What follows belongs to an exercise in optimizing a design on an open flow for small area, a short achievable clock period and few clock cycles per item; a production flow would make more cautious choices.
Where RTL was checked, it was by simulation tests only, not by an equivalence proof against the original.
No functional check of the RTL was part of run 2.

File: design/flow/design.v
`default_nettype none
package sm4TablesPkg;
  function automatic logic [7:0] sbox(input logic [7:0] i);
    case (i)
      8'h00: sbox = 8'hd6;
      8'h01: sbox = 8'h90;
      8'h02: sbox = 8'he9;
      8'h03: sbox = 8'hfe;
      8'h04: sbox = 8'hcc;
      8'h05: sbox = 8'he1;
      8'h06: sbox = 8'h3d;
      8'h07: sbox = 8'hb7;
      8'h08: sbox = 8'h16;
      8'h09: sbox = 8'hb6;
      8'h0a: sbox = 8'h14;
      8'h0b: sbox = 8'hc2;
      8'h0c: sbox = 8'h28;
      8'h0d: sbox = 8'hfb;
      8'h0e: sbox = 8'h2c;
      8'h0f: sbox = 8'h05;
      8'h10: sbox = 8'h2b;
      8'h11: sbox = 8'h67;
      8'h12: sbox = 8'h9a;
      8'h13: sbox = 8'h76;
      8'h14: sbox = 8'h2a;
      8'h15: sbox = 8'hbe;
      8'h16: sbox = 8'h04;
      8'h17: sbox = 8'hc3;
      8'h18: sbox = 8'haa;
      8'h19: sbox = 8'h44;
      8'h1a: sbox = 8'h13;
      8'h1b: sbox = 8'h26;
      8'h1c: sbox = 8'h49;
      8'h1d: sbox = 8'h86;
      8'h1e: sbox = 8'h06;
      8'h1f: sbox = 8'h99;
      8'h20: sbox = 8'h9c;
      8'h21: sbox = 8'h42;
      8'h22: sbox = 8'h50;
      8'h23: sbox = 8'hf4;
      8'h24: sbox = 8'h91;
      8'h25: sbox = 8'hef;
      8'h26: sbox = 8'h98;
      8'h27: sbox = 8'h7a;
      8'h28: sbox = 8'h33;
      8'h29: sbox = 8'h54;
      8'h2a: sbox = 8'h0b;
      8'h2b: sbox = 8'h43;
      8'h2c: sbox = 8'hed;
      8'h2d: sbox = 8'hcf;
      8'h2e: sbox = 8'hac;
      8'h2f: sbox = 8'h62;
      8'h30: sbox = 8'he4;
      8'h31: sbox = 8'hb3;
      8'h32: sbox = 8'h1c;
      8'h33: sbox = 8'ha9;
      8'h34: sbox = 8'hc9;
      8'h35: sbox = 8'h08;
      8'h36: sbox = 8'he8;
      8'h37: sbox = 8'h95;
      8'h38: sbox = 8'h80;
      8'h39: sbox = 8'hdf;
      8'h3a: sbox = 8'h94;
      8'h3b: sbox = 8'hfa;
      8'h3c: sbox = 8'h75;
      8'h3d: sbox = 8'h8f;
      8'h3e: sbox = 8'h3f;
      8'h3f: sbox = 8'ha6;
      8'h40: sbox = 8'h47;
      8'h41: sbox = 8'h07;
      8'h42: sbox = 8'ha7;
      8'h43: sbox = 8'hfc;
      8'h44: sbox = 8'hf3;
      8'h45: sbox = 8'h73;
      8'h46: sbox = 8'h17;
      8'h47: sbox = 8'hba;
      8'h48: sbox = 8'h83;
      8'h49: sbox = 8'h59;
      8'h4a: sbox = 8'h3c;
      8'h4b: sbox = 8'h19;
      8'h4c: sbox = 8'he6;
      8'h4d: sbox = 8'h85;
      8'h4e: sbox = 8'h4f;
      8'h4f: sbox = 8'ha8;
      8'h50: sbox = 8'h68;
      8'h51: sbox = 8'h6b;
      8'h52: sbox = 8'h81;
      8'h53: sbox = 8'hb2;
      8'h54: sbox = 8'h71;
      8'h55: sbox = 8'h64;
      8'h56: sbox = 8'hda;
      8'h57: sbox = 8'h8b;
      8'h58: sbox = 8'hf8;
      8'h59: sbox = 8'heb;
      8'h5a: sbox = 8'h0f;
      8'h5b: sbox = 8'h4b;
      8'h5c: sbox = 8'h70;
      8'h5d: sbox = 8'h56;
      8'h5e: sbox = 8'h9d;
      8'h5f: sbox = 8'h35;
      8'h60: sbox = 8'h1e;
      8'h61: sbox = 8'h24;
      8'h62: sbox = 8'h0e;
      8'h63: sbox = 8'h5e;
      8'h64: sbox = 8'h63;
      8'h65: sbox = 8'h58;
      8'h66: sbox = 8'hd1;
      8'h67: sbox = 8'ha2;
      8'h68: sbox = 8'h25;
      8'h69: sbox = 8'h22;
      8'h6a: sbox = 8'h7c;
      8'h6b: sbox = 8'h3b;
      8'h6c: sbox = 8'h01;
      8'h6d: sbox = 8'h21;
      8'h6e: sbox = 8'h78;
      8'h6f: sbox = 8'h87;
      8'h70: sbox = 8'hd4;
      8'h71: sbox = 8'h00;
      8'h72: sbox = 8'h46;
      8'h73: sbox = 8'h57;
      8'h74: sbox = 8'h9f;
      8'h75: sbox = 8'hd3;
      8'h76: sbox = 8'h27;
      8'h77: sbox = 8'h52;
      8'h78: sbox = 8'h4c;
      8'h79: sbox = 8'h36;
      8'h7a: sbox = 8'h02;
      8'h7b: sbox = 8'he7;
      8'h7c: sbox = 8'ha0;
      8'h7d: sbox = 8'hc4;
      8'h7e: sbox = 8'hc8;
      8'h7f: sbox = 8'h9e;
      8'h80: sbox = 8'hea;
      8'h81: sbox = 8'hbf;
      8'h82: sbox = 8'h8a;
      8'h83: sbox = 8'hd2;
      8'h84: sbox = 8'h40;
      8'h85: sbox = 8'hc7;
      8'h86: sbox = 8'h38;
      8'h87: sbox = 8'hb5;
      8'h88: sbox = 8'ha3;
      8'h89: sbox = 8'hf7;
      8'h8a: sbox = 8'hf2;
      8'h8b: sbox = 8'hce;
      8'h8c: sbox = 8'hf9;
      8'h8d: sbox = 8'h61;
      8'h8e: sbox = 8'h15;
      8'h8f: sbox = 8'ha1;
      8'h90: sbox = 8'he0;
      8'h91: sbox = 8'hae;
      8'h92: sbox = 8'h5d;
      8'h93: sbox = 8'ha4;
      8'h94: sbox = 8'h9b;
      8'h95: sbox = 8'h34;
      8'h96: sbox = 8'h1a;
      8'h97: sbox = 8'h55;
      8'h98: sbox = 8'had;
      8'h99: sbox = 8'h93;
      8'h9a: sbox = 8'h32;
      8'h9b: sbox = 8'h30;
      8'h9c: sbox = 8'hf5;
      8'h9d: sbox = 8'h8c;
      8'h9e: sbox = 8'hb1;
      8'h9f: sbox = 8'he3;
      8'ha0: sbox = 8'h1d;
      8'ha1: sbox = 8'hf6;
      8'ha2: sbox = 8'he2;
      8'ha3: sbox = 8'h2e;
      8'ha4: sbox = 8'h82;
      8'ha5: sbox = 8'h66;
      8'ha6: sbox = 8'hca;
      8'ha7: sbox = 8'h60;
      8'ha8: sbox = 8'hc0;
      8'ha9: sbox = 8'h29;
      8'haa: sbox = 8'h23;
      8'hab: sbox = 8'hab;
      8'hac: sbox = 8'h0d;
      8'had: sbox = 8'h53;
      8'hae: sbox = 8'h4e;
      8'haf: sbox = 8'h6f;
      8'hb0: sbox = 8'hd5;
      8'hb1: sbox = 8'hdb;
      8'hb2: sbox = 8'h37;
      8'hb3: sbox = 8'h45;
      8'hb4: sbox = 8'hde;
      8'hb5: sbox = 8'hfd;
      8'hb6: sbox = 8'h8e;
      8'hb7: sbox = 8'h2f;
      8'hb8: sbox = 8'h03;
      8'hb9: sbox = 8'hff;
      8'hba: sbox = 8'h6a;
      8'hbb: sbox = 8'h72;
      8'hbc: sbox = 8'h6d;
      8'hbd: sbox = 8'h6c;
      8'hbe: sbox = 8'h5b;
      8'hbf: sbox = 8'h51;
      8'hc0: sbox = 8'h8d;
      8'hc1: sbox = 8'h1b;
      8'hc2: sbox = 8'haf;
      8'hc3: sbox = 8'h92;
      8'hc4: sbox = 8'hbb;
      8'hc5: sbox = 8'hdd;
      8'hc6: sbox = 8'hbc;
      8'hc7: sbox = 8'h7f;
      8'hc8: sbox = 8'h11;
      8'hc9: sbox = 8'hd9;
      8'hca: sbox = 8'h5c;
      8'hcb: sbox = 8'h41;
      8'hcc: sbox = 8'h1f;
      8'hcd: sbox = 8'h10;
      8'hce: sbox = 8'h5a;
      8'hcf: sbox = 8'hd8;
      8'hd0: sbox = 8'h0a;
      8'hd1: sbox = 8'hc1;
      8'hd2: sbox = 8'h31;
      8'hd3: sbox = 8'h88;
      8'hd4: sbox = 8'ha5;
      8'hd5: sbox = 8'hcd;
      8'hd6: sbox = 8'h7b;
      8'hd7: sbox = 8'hbd;
      8'hd8: sbox = 8'h2d;
      8'hd9: sbox = 8'h74;
      8'hda: sbox = 8'hd0;
      8'hdb: sbox = 8'h12;
      8'hdc: sbox = 8'hb8;
      8'hdd: sbox = 8'he5;
      8'hde: sbox = 8'hb4;
      8'hdf: sbox = 8'hb0;
      8'he0: sbox = 8'h89;
      8'he1: sbox = 8'h69;
      8'he2: sbox = 8'h97;
      8'he3: sbox = 8'h4a;
      8'he4: sbox = 8'h0c;
      8'he5: sbox = 8'h96;
      8'he6: sbox = 8'h77;
      8'he7: sbox = 8'h7e;
      8'he8: sbox = 8'h65;
      8'he9: sbox = 8'hb9;
      8'hea: sbox = 8'hf1;
      8'heb: sbox = 8'h09;
      8'hec: sbox = 8'hc5;
      8'hed: sbox = 8'h6e;
      8'hee: sbox = 8'hc6;
      8'hef: sbox = 8'h84;
      8'hf0: sbox = 8'h18;
      8'hf1: sbox = 8'hf0;
      8'hf2: sbox = 8'h7d;
      8'hf3: sbox = 8'hec;
      8'hf4: sbox = 8'h3a;
      8'hf5: sbox = 8'hdc;
      8'hf6: sbox = 8'h4d;
      8'hf7: sbox = 8'h20;
      8'hf8: sbox = 8'h79;
      8'hf9: sbox = 8'hee;
      8'hfa: sbox = 8'h5f;
      8'hfb: sbox = 8'h3e;
      8'hfc: sbox = 8'hd7;
      8'hfd: sbox = 8'hcb;
      8'hfe: sbox = 8'h39;
      8'hff: sbox = 8'h48;
      default: sbox = 8'h00;
    endcase
  endfunction
  function automatic logic [31:0] ck(input logic [4:0] i);
    case (i)
      5'd0: ck = 32'h00070e15;
      5'd1: ck = 32'h1c232a31;
      5'd2: ck = 32'h383f464d;
      5'd3: ck = 32'h545b6269;
      5'd4: ck = 32'h70777e85;
      5'd5: ck = 32'h8c939aa1;
      5'd6: ck = 32'ha8afb6bd;
      5'd7: ck = 32'hc4cbd2d9;
      5'd8: ck = 32'he0e7eef5;
      5'd9: ck = 32'hfc030a11;
      5'd10: ck = 32'h181f262d;
      5'd11: ck = 32'h343b4249;
      5'd12: ck = 32'h50575e65;
      5'd13: ck = 32'h6c737a81;
      5'd14: ck = 32'h888f969d;
      5'd15: ck = 32'ha4abb2b9;
      5'd16: ck = 32'hc0c7ced5;
      5'd17: ck = 32'hdce3eaf1;
      5'd18: ck = 32'hf8ff060d;
      5'd19: ck = 32'h141b2229;
      5'd20: ck = 32'h30373e45;
      5'd21: ck = 32'h4c535a61;
      5'd22: ck = 32'h686f767d;
      5'd23: ck = 32'h848b9299;
      5'd24: ck = 32'ha0a7aeb5;
      5'd25: ck = 32'hbcc3cad1;
      5'd26: ck = 32'hd8dfe6ed;
      5'd27: ck = 32'hf4fb0209;
      5'd28: ck = 32'h10171e25;
      5'd29: ck = 32'h2c333a41;
      5'd30: ck = 32'h484f565d;
      5'd31: ck = 32'h646b7279;
      default: ck = 32'h0;
    endcase
  endfunction
  localparam logic [127:0] FK = {
    32'ha3b1bac6,
    32'h56aa3350,
    32'h677d9197,
    32'hb27022dc
  };
  function automatic logic [31:0] rotl(input logic [31:0] w, input int unsigned n);
    rotl = (w << n) | (w >> (32 - n));
  endfunction
  function automatic logic [31:0] tauSub(input logic [31:0] a);
    tauSub = {sbox(a[31:24]), sbox(a[23:16]), sbox(a[15:8]), sbox(a[7:0])};
  endfunction
  function automatic logic [31:0] dataT(input logic [31:0] x);
    logic [31:0] b;
    b = tauSub(x);
    dataT = b ^ rotl(b, 2) ^ rotl(b, 10) ^ rotl(b, 18) ^ rotl(b, 24);
  endfunction
  function automatic logic [31:0] keyT(input logic [31:0] x);
    logic [31:0] b;
    b = tauSub(x);
    keyT = b ^ rotl(b, 13) ^ rotl(b, 23);
  endfunction
endpackage
`default_nettype wire
`default_nettype none
package sm4CorePkg;
  localparam int WORD_W  = 32;
  localparam int BLOCK_W = 128;
  localparam int ROUNDS  = 32;
  localparam int ROUND_W = 5;
  localparam logic [1:0] IDLE = 2'd0;
  localparam logic [1:0] EXPAND = 2'd1;
  localparam logic [1:0] ROUND = 2'd2;
  localparam logic [1:0] FINISH = 2'd3;
  localparam logic [1:0] KEY_HOLD = 2'd0;
  localparam logic [1:0] KEY_LOAD = 2'd1;
  localparam logic [1:0] KEY_FWD = 2'd2;
  localparam logic [1:0] KEY_BACK = 2'd3;
  localparam logic [1:0] DATA_HOLD = 2'd0;
  localparam logic [1:0] DATA_LOAD = 2'd1;
  localparam logic [1:0] DATA_ROUND = 2'd2;
  localparam logic [1:0] DATA_OUT = 2'd3;
endpackage
`default_nettype wire
`default_nettype none
import sm4CorePkg::*;
module sm4Control (
  input  wire logic                             clk,
  input  wire logic                             rst_n,
  input  wire logic                             start,
  input  wire logic                             decrypt,
  output logic [1:0]                            keyCmd,
  output logic [1:0]                            dataCmd,
  output logic [sm4CorePkg::ROUND_W-1:0]        round,
  output logic                                  done
);
  logic [1:0] state;
  logic [1:0] nextState;
  logic       decMode;
  logic       lastRound;
  assign lastRound = (state == ROUND && decMode) ? (round == '0)
                                                 : (round == ROUND_W'(ROUNDS - 1));
  always_comb
  begin
    nextState = state;
    keyCmd    = KEY_HOLD;
    dataCmd   = DATA_HOLD;
    case (state)
      IDLE:
      begin
        if (start)
        begin
          keyCmd    = KEY_LOAD;
          dataCmd   = DATA_LOAD;
          nextState = decrypt ? EXPAND : ROUND;
        end
      end
      EXPAND:
      begin
        keyCmd = KEY_FWD;
        if (lastRound)
          nextState = ROUND;
      end
      ROUND:
      begin
        keyCmd  = decMode ? KEY_BACK : KEY_FWD;
        dataCmd = DATA_ROUND;
        if (lastRound)
          nextState = FINISH;
      end
      FINISH:
      begin
        dataCmd   = DATA_OUT;
        nextState = IDLE;
      end
      default:
        nextState = IDLE;
    endcase
  end
  always_ff @(posedge clk or negedge rst_n)
  begin
    if (!rst_n)
    begin
      state   <= IDLE;
      decMode <= 1'b0;
      round   <= '0;
      done    <= 1'b0;
    end
    else
    begin
      state <= nextState;
      done  <= (state == FINISH);
      if (state == IDLE && start)
        decMode <= decrypt;
      case (state)
        IDLE:
          round <= '0;
        EXPAND:
        begin
          if (!lastRound)
            round <= round + 1'b1;
        end
        ROUND:
          round <= decMode ? round - 1'b1 : round + 1'b1;
        default:
          round <= round;
      endcase
    end
  end
endmodule
`default_nettype wire
`default_nettype none
import sm4CorePkg::*;
import sm4TablesPkg::*;
module sm4KeySchedule (
  input  wire logic                             clk,
  input  wire logic                             rst_n,
  input  wire logic [1:0]                       keyCmd,
  input  wire logic [sm4CorePkg::ROUND_W-1:0]   round,
  input  wire logic [sm4CorePkg::BLOCK_W-1:0]   key,
  output logic [sm4CorePkg::WORD_W-1:0]         roundKey
);
  logic [WORD_W-1:0] k0;
  logic [WORD_W-1:0] k1;
  logic [WORD_W-1:0] k2;
  logic [WORD_W-1:0] k3;
  logic [WORD_W-1:0] fwdWord;
  logic [WORD_W-1:0] backWord;
  assign fwdWord = k0 ^ sm4TablesPkg::keyT(k1 ^ k2 ^ k3 ^ sm4TablesPkg::ck(round));
  assign backWord = k3 ^ sm4TablesPkg::keyT(k0 ^ k1 ^ k2 ^ sm4TablesPkg::ck(round));
  always_comb
  begin
    case (keyCmd)
      KEY_BACK:
        roundKey = k3;
      default:
        roundKey = fwdWord;
    endcase
  end
  always_ff @(posedge clk or negedge rst_n)
  begin
    if (!rst_n)
    begin
      k0 <= '0;
      k1 <= '0;
      k2 <= '0;
      k3 <= '0;
    end
    else
    begin
      case (keyCmd)
        KEY_LOAD:
          {k0, k1, k2, k3} <= key ^ FK;
        KEY_FWD:
          {k0, k1, k2, k3} <= {k1, k2, k3, fwdWord};
        KEY_BACK:
          {k0, k1, k2, k3} <= {backWord, k0, k1, k2};
        default:
        begin
          {k0, k1, k2, k3} <= {k0, k1, k2, k3};
        end
      endcase
    end
  end
endmodule
`default_nettype wire
`default_nettype none
import sm4CorePkg::*;
import sm4TablesPkg::*;
module sm4DataPath (
  input  wire logic                             clk,
  input  wire logic                             rst_n,
  input  wire logic [1:0]                       dataCmd,
  input  wire logic [sm4CorePkg::BLOCK_W-1:0]   textIn,
  input  wire logic [sm4CorePkg::WORD_W-1:0]    roundKey,
  output logic [sm4CorePkg::BLOCK_W-1:0]        textOut
);
  logic [WORD_W-1:0] x0;
  logic [WORD_W-1:0] x1;
  logic [WORD_W-1:0] x2;
  logic [WORD_W-1:0] x3;
  logic [WORD_W-1:0] nextWord;
  assign nextWord = x0 ^ sm4TablesPkg::dataT(x1 ^ x2 ^ x3 ^ roundKey);
  always_ff @(posedge clk)
  begin
    case (dataCmd)
      DATA_LOAD:
        {x0, x1, x2, x3} <= textIn;
      DATA_ROUND:
        {x0, x1, x2, x3} <= {x1, x2, x3, nextWord};
      default:
        {x0, x1, x2, x3} <= {x0, x1, x2, x3};
    endcase
  end
  always_ff @(posedge clk or negedge rst_n)
  begin
    if (!rst_n)
      textOut <= '0;
    else if (dataCmd == DATA_OUT)
      textOut <= {x3, x2, x1, x0};
  end
endmodule
`default_nettype wire
`default_nettype none
import sm4CorePkg::*;
module sm4Core (
  input  wire logic                             clk,
  input  wire logic                             rst_n,
  input  wire logic                             start,
  input  wire logic                             decrypt,
  input  wire logic [sm4CorePkg::BLOCK_W-1:0]   key,
  input  wire logic [sm4CorePkg::BLOCK_W-1:0]   textIn,
  output logic [sm4CorePkg::BLOCK_W-1:0]        textOut,
  output logic                                  done
);
  logic [1:0]         keyCmd;
  logic [1:0]         dataCmd;
  logic [ROUND_W-1:0] round;
  logic [WORD_W-1:0]  roundKey;
  sm4Control u_control (
    .clk     (clk),
    .rst_n   (rst_n),
    .start   (start),
    .decrypt (decrypt),
    .keyCmd  (keyCmd),
    .dataCmd (dataCmd),
    .round   (round),
    .done    (done)
  );
  sm4KeySchedule u_keySchedule (
    .clk      (clk),
    .rst_n    (rst_n),
    .keyCmd   (keyCmd),
    .round    (round),
    .key      (key),
    .roundKey (roundKey)
  );
  sm4DataPath u_dataPath (
    .clk      (clk),
    .rst_n    (rst_n),
    .dataCmd  (dataCmd),
    .textIn   (textIn),
    .roundKey (roundKey),
    .textOut  (textOut)
  );
endmodule
`default_nettype wire
File: design/flow/run.sh
#!/bin/bash
# synth_recipe.tcl (not shown) runs the flow's synth.tcl, then flattens the netlist and writes it again
# the make line also repeats each setting of config.mk as NAME=value (left out here)
make -C /OpenROAD-flow-scripts/flow DESIGN_CONFIG=/design/flow/config.mk WORK_HOME=/design/flow/orfs CLKGATE_MAP_FILE= SYNTH_SCRIPT=/design/flow/synth_recipe.tcl finish
File: design/flow/config.mk
export PLATFORM = sky130hd
export DESIGN_NAME = sm4Core
export DESIGN_NICKNAME = sm4Core
export VERILOG_FILES = /design/flow/design.v
export SDC_FILE = /design/flow/constraint.sdc
export NUM_CORES = 8
export LEC_CHECK = 0
export CAP_MARGIN = 20
export CORE_MARGIN = 2
export CORE_UTILIZATION = 40
export SETUP_SLACK_MARGIN = 0.5
export SLEW_MARGIN = 20
File: design/flow/constraint.sdc
create_clock -name core_clock -period 11.0 [get_ports {clk}]
set_input_delay 2.2000 -clock core_clock [delete_from_list [all_inputs] [get_ports {clk}]]
set_output_delay 2.2000 -clock core_clock [all_outputs]
set_load 0.01 [all_outputs]
==> flow_summary.ini, run 1 <==
[sta]
drv_slew = 0
final_hold_viol_count = 0
timing.final.crit_share = 0.945
setup_violations = 0
worst_pin_slew_ns = 1.23
skew_ns = 0.0483
relSlewSlack = 0.177
fmax_ghz = 0.0962
period_needed_ns = 10.39
rsz0062_at_grt = no
fin_tns_setup_ns = 0

[floorplanning]
core_area_mm2 = 0.158
die_area_mm2 = 0.162
die_x_um = 402
ios = 389
num_rows = 146
start_util = 0.402
dieHeight_um = 402

[worst_hold_path]
hp-class = reg -> reg

[cts]
cts_tree = yes
cts.sinks = 393
post_cts_buffers = 0
clock_latency_ns = 0.67
ctsLongestPathBuffers = 3
cts_root_buffer = clkbuf_16
h-tree-depth = 2
numCtsBuffers = 45
clk_pin_slew_ns = 0.06

[synthesis]
ys_ff_latch = 393
syn_inst = 8364
synth_flop_cell = dfrtp_1
synth_edf_count = 128
syn-cell-area_mm2 = 0.0635
ys_seq_area_frac = 0.165
synth_cell_types = 139
ys_warn_count = 3
avgSynthCellArea_um2 = 7.59
syn-num-nets = 8811
synthArstFlopShare = 0.674

[finish]
final_area_mm2 = 0.0719
areaGrowthSynthToFinish_pct = 13.2
layout.nets = 8826
nFillCells = 15900
drive_above_1_share = 0.142

[global_routing]
grt_pass1_vias = 70800
grt_overflow = 0
grt.total_usage = 0.417
grt_pass1_wl_um = 515000
grt_start_max_net_pins = 98
antenna_found_initial = 32

[placed_design]
routabilityCongestion = 1.06
io_buffers = 388
dp_hpwl_um = 258000
placed_area_mm2 = 0.0704

[job]
maxCapViolCount = 0

[worst_setup_path]
arrival_ns = 10.79
required_ns = 11.40
path_class = reg -> reg
endpoint_kind = register
crit_path_max_fanout = 33
critPathLaunchType = register

[route]
drt-total-wl_um = 356000
viasPerCell = 7.37
drt_pass1_iterations = 9
first_iter_violations = 14700
num_vias = 77400
drc_errors = 0
wl_per_cell_um = 33.9
ant_nets = 0

[run_status]
status = finished clean
==> logic make-up after synthesis <==
kind of cell,count (synthesis),share of synthesized area
XOR/XNOR,566,0.101
AND/OR/NAND/NOR,2445,0.171
flip-flops,393,0.165
adder cells (fa/ha/maj),189,0.0377
buffers and inverters,1028,0.0761
AO/OA/AOI/OAI,3287,0.349
multiplexers,456,0.100
==> registers in the layout, summed over array words and instances, names as in the netlist, 32 cells and up <==
name	cells
u_dataPath.textOut	128
u_dataPath.x0	32
u_dataPath.x1	32
u_dataPath.x2	32
u_dataPath.x3	32
u_keySchedule.k0	32
u_keySchedule.k1	32
u_keySchedule.k2	32
u_keySchedule.k3	32
==> layout by cell type, fill, tap and decap left out, types with 215 or more instances in the layout <==
master / netlist / layout
a211oi_1: 216 / 216
dfrtp_1: 265 / 265
clkdlybuf4s50_1: 0 / 387
mux2_2: 249 / 249
nor3_1: 269 / 266
xnor2_1: 312 / 270
nor2_1: 756 / 755
nand2_1: 837 / 836
a21oi_1: 756 / 756
o211ai_1: 215 / 215
buf_4: 92 / 463
nand3_1: 286 / 286
o21ai_0: 735 / 732
==> synthesized netlist by cell type (83+ instances only) <==
| library cell | number | area (um^2) |
|---|---|---|
| nand3_1 | 286 | 1430 |
| a21oi_1 | 756 | 3780 |
| a221oi_1 | 114 | 998 |
| nand2_1 | 837 | 3140 |
| nor3_1 | 269 | 1350 |
| edfxtp_1 | 128 | 3840 |
| o311ai_0 | 101 | 885 |
| a211oi_1 | 216 | 1620 |
| o211ai_1 | 215 | 1610 |
| xnor2_1 | 312 | 2730 |
| xor2_1 | 133 | 1160 |
| buf_4 | 92 | 691 |
| mux2i_1 | 83 | 831 |
| nor2_1 | 756 | 2840 |
| a31oi_1 | 145 | 907 |
| dfrtp_1 | 265 | 6630 |
| ha_1 | 182 | 2280 |
| mux4_2 | 113 | 2540 |
| mux2_2 | 249 | 2800 |
| buf_2 | 260 | 1300 |
| o22ai_1 | 134 | 838 |
| o221ai_1 | 95 | 832 |
| o21ai_0 | 735 | 3680 |
| clkbuf_1 | 441 | 1660 |
| inv_1 | 108 | 405 |
==> per-stage QoR <==
stage	worst slack, ns	hold WS, ns	util	cells
final	0.608	0.505	0.455	10500
after floorplan	3.69	0.483	-	8364
after CTS	1.18	0.509	0.455	10500
after global placement	1.23	0.490	0.445	10400
after detailed placement	1.18	0.495	0.445	10400
after global routing	0.575	0.526	0.455	10500
==> cell type report <==
cell class,count,area [um^2],share of cell area
antenna,16,40.0,0.000557
clock buffer,64,1280,0.0178
clock inverter,19,213,0.00296
inverter,130,495,0.00689
multi-input combinational,6943,49200,0.684
sequential,393,10500,0.146
tap,2072,2590,0.0360
timing repair buffer,866,7660,0.107
==> worst max-delay path: stages, from the launching register on <==
cell and delay [ns]:
dfrtp_1 0.79, inv_1 0.24, ha_1 0.61, mux2i_1 0.58, xor3_2 0.68, buf_4 0.47, nor4_1 0.14, a31oi_1 0.42
o21ai_0 0.22, a311oi_2 0.47, a21oi_1 0.23, nor2_2 0.54, xnor2_1 0.24, mux2i_2 0.90, xnor2_4 0.41, nand2_1 0.35
a21oi_1 0.16, a2111oi_0 0.89, a21oi_1 0.13, o21ai_0 0.24, nand3_1 0.46, xnor2_1 0.39, xnor3_1 0.26, mux2_2 0.27
==> worst paths after layout <==
check / slack (ns) / startpoint / depth (start not counted) / endpoint
worst max-delay path: 0.61 / u_control.round[0] / 23 / u_dataPath.x3[9]
worst min-delay path: 0.51 / u_dataPath.textOut[70] / 1 / u_dataPath.textOut[70]
worst max register to register: 0.61 / u_control.round[0] / 23 / u_dataPath.x3[9]
worst min register to register: 0.51 / u_dataPath.textOut[70] / 1 / u_dataPath.textOut[70]
max in group asynchronous: 7.14 / rst_n / 3 / u_keySchedule.k0[17]
min in group asynchronous: 1.61 / rst_n / 1 / u_dataPath.textOut[79]
==> timing repair <==
item	4_1_cts	5_1_grt
setup endpoints to repair	0	2
hold endpoints to repair	0	0
hold buffers	0	0
gates resized for setup	0	0
==> per-layer routing <==
layer | share of wire | global-route usage | wire length, um
met4 | 0.068 | 0.207 | 24100
met1 | 0.37 | 0.543 | 133000
met3 | 0.14 | 0.132 | 50100
met5 | 0.00085 | 0.00535 | 302
met2 | 0.42 | 0.621 | 149000
Testbench counts, summed over its fixed seeds: cycles 79,040, blocks 1,600.
==> run 2, diff against run 1 <==
--- a/design/flow/design.v
+++ b/design/flow/design.v
@@ -328,240 +328,99 @@
   localparam int BLOCK_W = 128;
   localparam int ROUNDS  = 32;
   localparam int ROUND_W = 5;
-  localparam logic [1:0] IDLE = 2'd0;
-  localparam logic [1:0] EXPAND = 2'd1;
-  localparam logic [1:0] ROUND = 2'd2;
-  localparam logic [1:0] FINISH = 2'd3;
-  localparam logic [1:0] KEY_HOLD = 2'd0;
-  localparam logic [1:0] KEY_LOAD = 2'd1;
-  localparam logic [1:0] KEY_FWD = 2'd2;
-  localparam logic [1:0] KEY_BACK = 2'd3;
-  localparam logic [1:0] DATA_HOLD = 2'd0;
-  localparam logic [1:0] DATA_LOAD = 2'd1;
-  localparam logic [1:0] DATA_ROUND = 2'd2;
-  localparam logic [1:0] DATA_OUT = 2'd3;
 endpackage
 `default_nettype wire
 `default_nettype none
 import sm4CorePkg::*;
-module sm4Control (
+module sm4Core (
   input  wire logic                             clk,
   input  wire logic                             rst_n,
   input  wire logic                             start,
   input  wire logic                             decrypt,
-  output logic [1:0]                            keyCmd,
-  output logic [1:0]                            dataCmd,
-  output logic [sm4CorePkg::ROUND_W-1:0]        round,
+  input  wire logic [sm4CorePkg::BLOCK_W-1:0]   key,
+  input  wire logic [sm4CorePkg::BLOCK_W-1:0]   textIn,
+  output logic [sm4CorePkg::BLOCK_W-1:0]        textOut,
   output logic                                  done
 );
-  logic [1:0] state;
-  logic [1:0] nextState;
-  logic       decMode;
-  logic       lastRound;
-  assign lastRound = (state == ROUND && decMode) ? (round == '0)
-                                                 : (round == ROUND_W'(ROUNDS - 1));
+  logic               busy;
+  logic               rounds;
+  logic               decMode;
+  logic [ROUND_W-1:0] cnt;
+  logic [ROUND_W-1:0] cntNext;
+  logic               accept;
+  logic               lastRound;
+  logic               toRounds;
+  assign accept    = start && !busy;
+  assign lastRound = busy && rounds && (cnt == '0);
+  assign toRounds  = busy && !rounds && (!decMode || cnt == ROUND_W'(ROUNDS - 1));
   always_comb
   begin
-    nextState = state;
-    keyCmd    = KEY_HOLD;
-    dataCmd   = DATA_HOLD;
-    case (state)
-      IDLE:
-      begin
-        if (start)
-        begin
-          keyCmd    = KEY_LOAD;
-          dataCmd   = DATA_LOAD;
-          nextState = decrypt ? EXPAND : ROUND;
-        end
-      end
-      EXPAND:
-      begin
-        keyCmd = KEY_FWD;
-        if (lastRound)
-          nextState = ROUND;
-      end
-      ROUND:
-      begin
-        keyCmd  = decMode ? KEY_BACK : KEY_FWD;
-        dataCmd = DATA_ROUND;
-        if (lastRound)
-          nextState = FINISH;
-      end
-      FINISH:
-      begin
-        dataCmd   = DATA_OUT;
-        nextState = IDLE;
-      end
-      default:
-        nextState = IDLE;
-    endcase
+    if (accept)
+      cntNext = '0;
+    else if (!busy)
+      cntNext = cnt;
+    else if (rounds ? decMode : (decMode && cnt == ROUND_W'(ROUNDS - 1)))
+      cntNext = rounds ? cnt - 1'b1 : cnt;
+    else
+      cntNext = cnt + 1'b1;
   end
   always_ff @(posedge clk or negedge rst_n)
   begin
     if (!rst_n)
     begin
-      state   <= IDLE;
+      busy    <= 1'b0;
+      rounds  <= 1'b0;
       decMode <= 1'b0;
-      round   <= '0;
+      cnt     <= '0;
       done    <= 1'b0;
     end
     else
     begin
-      state <= nextState;
-      done  <= (state == FINISH);
-      if (state == IDLE && start)
+      done <= lastRound;
+      cnt  <= cntNext;
+      if (accept)
+      begin
+        busy    <= 1'b1;
+        rounds  <= 1'b0;
         decMode <= decrypt;
-      case (state)
-        IDLE:
-          round <= '0;
-        EXPAND:
-        begin
-          if (!lastRound)
-            round <= round + 1'b1;
-        end
-        ROUND:
-          round <= decMode ? round - 1'b1 : round + 1'b1;
-        default:
-          round <= round;
-      endcase
+      end
+      else
+      begin
+        if (lastRound)
+          busy <= 1'b0;
+        if (toRounds)
+          rounds <= 1'b1;
+      end
     end
   end
-endmodule
-`default_nettype wire
-`default_nettype none
-import sm4CorePkg::*;
-import sm4TablesPkg::*;
-module sm4KeySchedule (
-  input  wire logic                             clk,
-  input  wire logic                             rst_n,
-  input  wire logic [1:0]                       keyCmd,
-  input  wire logic [sm4CorePkg::ROUND_W-1:0]   round,
-  input  wire logic [sm4CorePkg::BLOCK_W-1:0]   key,
-  output logic [sm4CorePkg::WORD_W-1:0]         roundKey
-);
-  logic [WORD_W-1:0] k0;
-  logic [WORD_W-1:0] k1;
-  logic [WORD_W-1:0] k2;
-  logic [WORD_W-1:0] k3;
-  logic [WORD_W-1:0] fwdWord;
-  logic [WORD_W-1:0] backWord;
-  assign fwdWord = k0 ^ sm4TablesPkg::keyT(k1 ^ k2 ^ k3 ^ sm4TablesPkg::ck(round));
-  assign backWord = k3 ^ sm4TablesPkg::keyT(k0 ^ k1 ^ k2 ^ sm4TablesPkg::ck(round));
-  always_comb
-  begin
-    case (keyCmd)
-      KEY_BACK:
-        roundKey = k3;
-      default:
-        roundKey = fwdWord;
-    endcase
-  end
-  always_ff @(posedge clk or negedge rst_n)
+  logic [WORD_W-1:0] ckReg;
+  always_ff @(posedge clk)
+    ckReg <= sm4TablesPkg::ck(cntNext);
+  logic [WORD_W-1:0] k0, k1, k2, k3;
+  logic              keyBack;
+  logic [WORD_W-1:0] keyNew;
+  assign keyBack = decMode && rounds;
+  assign keyNew  = (keyBack ? k3 : k0) ^
+                   sm4TablesPkg::keyT(k1 ^ k2 ^ (keyBack ? k0 : k3) ^ ckReg);
+  always_ff @(posedge clk)
   begin
-    if (!rst_n)
-    begin
-      k0 <= '0;
-      k1 <= '0;
-      k2 <= '0;
-      k3 <= '0;
-    end
+    if (accept)
+      {k0, k1, k2, k3} <= key ^ sm4TablesPkg::FK;
+    else if (keyBack)
+      {k0, k1, k2, k3} <= {keyNew, k0, k1, k2};
     else
-    begin
-      case (keyCmd)
-        KEY_LOAD:
-          {k0, k1, k2, k3} <= key ^ FK;
-        KEY_FWD:
-          {k0, k1, k2, k3} <= {k1, k2, k3, fwdWord};
-        KEY_BACK:
-          {k0, k1, k2, k3} <= {backWord, k0, k1, k2};
-        default:
-        begin
-          {k0, k1, k2, k3} <= {k0, k1, k2, k3};
-        end
-      endcase
-    end
+      {k0, k1, k2, k3} <= {k1, k2, k3, keyNew};
   end
-endmodule
-`default_nettype wire
-`default_nettype none
-import sm4CorePkg::*;
-import sm4TablesPkg::*;
-module sm4DataPath (
-  input  wire logic                             clk,
-  input  wire logic                             rst_n,
-  input  wire logic [1:0]                       dataCmd,
-  input  wire logic [sm4CorePkg::BLOCK_W-1:0]   textIn,
-  input  wire logic [sm4CorePkg::WORD_W-1:0]    roundKey,
-  output logic [sm4CorePkg::BLOCK_W-1:0]        textOut
-);
-  logic [WORD_W-1:0] x0;
-  logic [WORD_W-1:0] x1;
-  logic [WORD_W-1:0] x2;
-  logic [WORD_W-1:0] x3;
-  logic [WORD_W-1:0] nextWord;
-  assign nextWord = x0 ^ sm4TablesPkg::dataT(x1 ^ x2 ^ x3 ^ roundKey);
+  logic [WORD_W-1:0] x0, x1, x2, x3;
+  logic [WORD_W-1:0] dataNew;
+  assign dataNew = x0 ^ sm4TablesPkg::dataT(x1 ^ x2 ^ x3 ^ k3);
   always_ff @(posedge clk)
   begin
-    case (dataCmd)
-      DATA_LOAD:
-        {x0, x1, x2, x3} <= textIn;
-      DATA_ROUND:
-        {x0, x1, x2, x3} <= {x1, x2, x3, nextWord};
-      default:
-        {x0, x1, x2, x3} <= {x0, x1, x2, x3};
-    endcase
-  end
-  always_ff @(posedge clk or negedge rst_n)
-  begin
-    if (!rst_n)
-      textOut <= '0;
-    else if (dataCmd == DATA_OUT)
-      textOut <= {x3, x2, x1, x0};
+    if (accept)
+      {x0, x1, x2, x3} <= textIn;
+    else if (busy && rounds)
+      {x0, x1, x2, x3} <= {x1, x2, x3, dataNew};
   end
-endmodule
-`default_nettype wire
-`default_nettype none
-import sm4CorePkg::*;
-module sm4Core (
-  input  wire logic                             clk,
-  input  wire logic                             rst_n,
-  input  wire logic                             start,
-  input  wire logic                             decrypt,
-  input  wire logic [sm4CorePkg::BLOCK_W-1:0]   key,
-  input  wire logic [sm4CorePkg::BLOCK_W-1:0]   textIn,
-  output logic [sm4CorePkg::BLOCK_W-1:0]        textOut,
-  output logic                                  done
-);
-  logic [1:0]         keyCmd;
-  logic [1:0]         dataCmd;
-  logic [ROUND_W-1:0] round;
-  logic [WORD_W-1:0]  roundKey;
-  sm4Control u_control (
-    .clk     (clk),
-    .rst_n   (rst_n),
-    .start   (start),
-    .decrypt (decrypt),
-    .keyCmd  (keyCmd),
-    .dataCmd (dataCmd),
-    .round   (round),
-    .done    (done)
-  );
-  sm4KeySchedule u_keySchedule (
-    .clk      (clk),
-    .rst_n    (rst_n),
-    .keyCmd   (keyCmd),
-    .round    (round),
-    .key      (key),
-    .roundKey (roundKey)
-  );
-  sm4DataPath u_dataPath (
-    .clk      (clk),
-    .rst_n    (rst_n),
-    .dataCmd  (dataCmd),
-    .textIn   (textIn),
-    .roundKey (roundKey),
-    .textOut  (textOut)
-  );
+  assign textOut = {x3, x2, x1, x0};
 endmodule
 `default_nettype wire
--- a/design/flow/config.mk
+++ b/design/flow/config.mk
@@ -8,5 +8,5 @@
 export CAP_MARGIN = 20
 export CORE_MARGIN = 2
 export CORE_UTILIZATION = 40
-export SETUP_SLACK_MARGIN = 0.5
+export SETUP_SLACK_MARGIN = 4
 export SLEW_MARGIN = 20
==> run 2 against run 1 <==
  * Still clean on timing, DRC and antenna
  * Flip-flop and latch count fell by 107
  * Worst setup slack improved by 3.5 ns
  * Final area fell by 29%
  * Largest cell class unchanged
==> flow_summary.ini, run 2 <==
[sta]
fmax_ghz = 0.145
whs_ns = 0.493
final_hold_viol_count = 0
fin_tns_setup_ns = 0
relSlewSlack = 0.169
setup_violations = 0
drv_slew = 0
timing.final.crit_share = 0.627
rsz0062_at_grt = no
worst_pin_slew_ns = 1.25
skew_ns = 0.0336
period_needed_ns = 6.90

[synthesis]
syn_inst = 6132
synthTopCellsByCount = nand2_1, nor2_1, a21oi_1, o21ai_0, clkbuf_1
synthArstFlopShare = 0.0315
syn-num-nets = 6476
synth_flop_cell = dfxtp_1
yosysTopAreaCell = edfxtp_1
netlist_top_cells_area = edfxtp_1, dfxtp_1, nand2_1
ys_warn_count = 1
yosysMostFrequentCell = nand2_1
synth_top_area_share = 0.0865
synth_cell_types = 122
ys_seq_area_frac = 0.159
avgSynthCellArea_um2 = 7.25
synth_edf_count = 128
ys_ff_latch = 286
syn-cell-area_mm2 = 0.0445

[placed_design]
routabilityCongestion = 1.03
dp_cells = 7562
placed_area_mm2 = 0.0494
dp_hpwl_um = 172000
io_buffers = 388

[route]
drt_pass1_iterations = 9
viasPerCell = 7.38
first_iter_violations = 12000
drt-total-wl_um = 249000
num_vias = 56400
drc_errors = 0
ant_nets = 0
wl_per_cell_um = 32.6

[floorplanning]
die_x_um = 337
num_rows = 122
ios = 389
die_area_mm2 = 0.114
start_util = 0.402
dieHeight_um = 337
core_area_mm2 = 0.111

[worst_hold_path]
hp-class = reg -> reg

[global_routing]
antenna_found_initial = 12
grt_overflow = 0
grt_pass1_vias = 50400
grt_pass1_wl_um = 359000
grt_start_max_net_pins = 138
grt.total_usage = 0.415

[cts]
cts_root_buffer = clkbuf_16
cts_hold_buf = 0
cts_tree = yes
clock_latency_ns = 0.63
clk_pin_slew_ns = 0.06
post_cts_buffers = 0
h-tree-depth = 2
numCtsBuffers = 40
cts.sinks = 286
ctsLongestPathBuffers = 3

[worst_setup_path]
slowest_delay_ns = 0.93
cpMostUsedCell = xnor2_2
worstPathCellList = xnor2_2 -> xnor2_2 -> buf_4 -> inv_1 -> buf_4 -> ha_1 -> clkinv_1 -> nand2_1 -> o21bai_1 -> mux4_2 -> mux4_2 -> a221oi_4 -> xnor2_2 -> xnor2_1 -> o21ai_0
required_ns = 11.33
path_class = reg -> reg
endpoint_kind = register
critPathLaunchType = register
arrival_ns = 7.23
crit_path_max_fanout = 26
cp_slowest_cell = xnor2_1

[finish]
final_cells = 7637
layout.nets = 6460
layout_common_cells = nand2_1, nor2_1, a21oi_1
final_common_cell = nand2_1
drive_above_1_share = 0.0905
areaGrowthSynthToFinish_pct = 14.4
nFillCells = 11300
final_area_mm2 = 0.0509

[run_status]
status = finished clean

[job]
maxCapViolCount = 0
-- run 2: cell count changes in the layout (fill, tap and decap cells not counted), moves of 96 or more --
cell     before  now
buf_4       463  211
a21oi_1     756  478
nand3_1     286  183
o21ai_0     732  450
mux2_2      249   10
dfrtp_1     265    7
dfxtp_1       0  149
nor2_1      755  504
nor3_1      266  167
ha_1        179   83
-- run 2: per-stage QoR --
stage | setup slack [ns] | utilization
floorplan | 4.66 | -
global placement | 4.10 | 0.447
detailed placement | 4.11 | 0.447
CTS | 4.11 | 0.460
global route | 4.00 | 0.460
finish | 4.10 | 0.460
-- run 2: kinds of logic after synthesis --
family | Yosys count | synth area share
AND/OR/NAND/NOR | 1917 | 0.191
XOR/XNOR | 406 | 0.0981
adder cells (fa/ha/maj) | 85 | 0.0239
multiplexers | 189 | 0.0569
buffers and inverters | 745 | 0.0752
AO/OA/AOI/OAI | 2504 | 0.397
flip-flops | 286 | 0.159
-- run 2: metal layers --
layer	vias to the layer above	GRT usage	wire length, um
met1	26600	0.553	94200
met5	-	0.00723	180
met3	1038	0.119	35900
li1	23600	-	-
met4	12	0.170	13700
met2	5159	0.626	105000
-- run 2: cell type report --
class | count | area (um^2) | share of cell area
Clock buffer | 48 | 1100 | 0.0217
Clock inverter | 24 | 297 | 0.00583
Sequential cell | 286 | 7060 | 0.139
Tap cell | 1488 | 1860 | 0.0366
Multi-Input combinational cell | 5101 | 34700 | 0.682
Inverter | 86 | 323 | 0.00635
Timing Repair Buffer | 601 | 5510 | 0.108
Antenna cell | 3 | 7.51 | 0.000148
-- run 2: repair_timing --
| action | 4_1_cts | 5_1_grt |
|---|---|---|
| gates resized for setup | 0 | 6 |
| hold endpoints to repair | 0 | 0 |
| endpoints found under the setup margin | 0 | 25 |
-- run 2: critical path: cells and delay by family, from the launching register on --
kind | cells | cell delay [ns]
compound gates | 3 | 0.95
xor+xnor | 4 | 1.88
fa+ha+maj | 1 | 0.68
buf+inv | 4 | 1.17
flops | 1 | 0.65
mux | 2 | 0.98
simple gates | 1 | 0.28
-- run 2: worst paths after layout --
| kind | from | end | slack (ns) | cells past startpoint |
|---|---|---|---|---|
| setup / recovery | x3[24] | x3[0] | 4.10 | 15 |
| hold / removal | k2[20] | k1[20] | 0.49 | 2 |
| setup reg to reg | x3[24] | x3[0] | 4.10 | 15 |
| hold reg to reg | k2[20] | k1[20] | 0.49 | 2 |
| max in group asynchronous | rst_n | rounds | 8.71 | 1 |
| min in group asynchronous | rst_n | cnt[0] | 1.91 | 1 |

-- separate check: timing with driven ports --
How much do the figures lean on ideal ports? The routed layouts below were timed once more, with nothing changed but the port constraints.
Step 1 assumes that a clkbuf_16 drives the clock port and a buf_2 every other input.
Step 2, shift: input delay + t, output delay - t, t = (earliest + latest rising clock arrival at the registers) / 2. This alone moves slack from input paths to output paths.
Slacks: ideal ports / drivers / drivers and shift; pairs: ideal ports / drivers.
run	shift t [ns]	slack for setup (ns)	worst register clock-pin slew, ns
run 1	0.725	0.608 / 0.608 / 0.608	0.07 / 0.07
run 2	0.685	4.099 / 4.099 / 4.099	0.08 / 0.08
After both steps setup and hold are still met in every run listed.
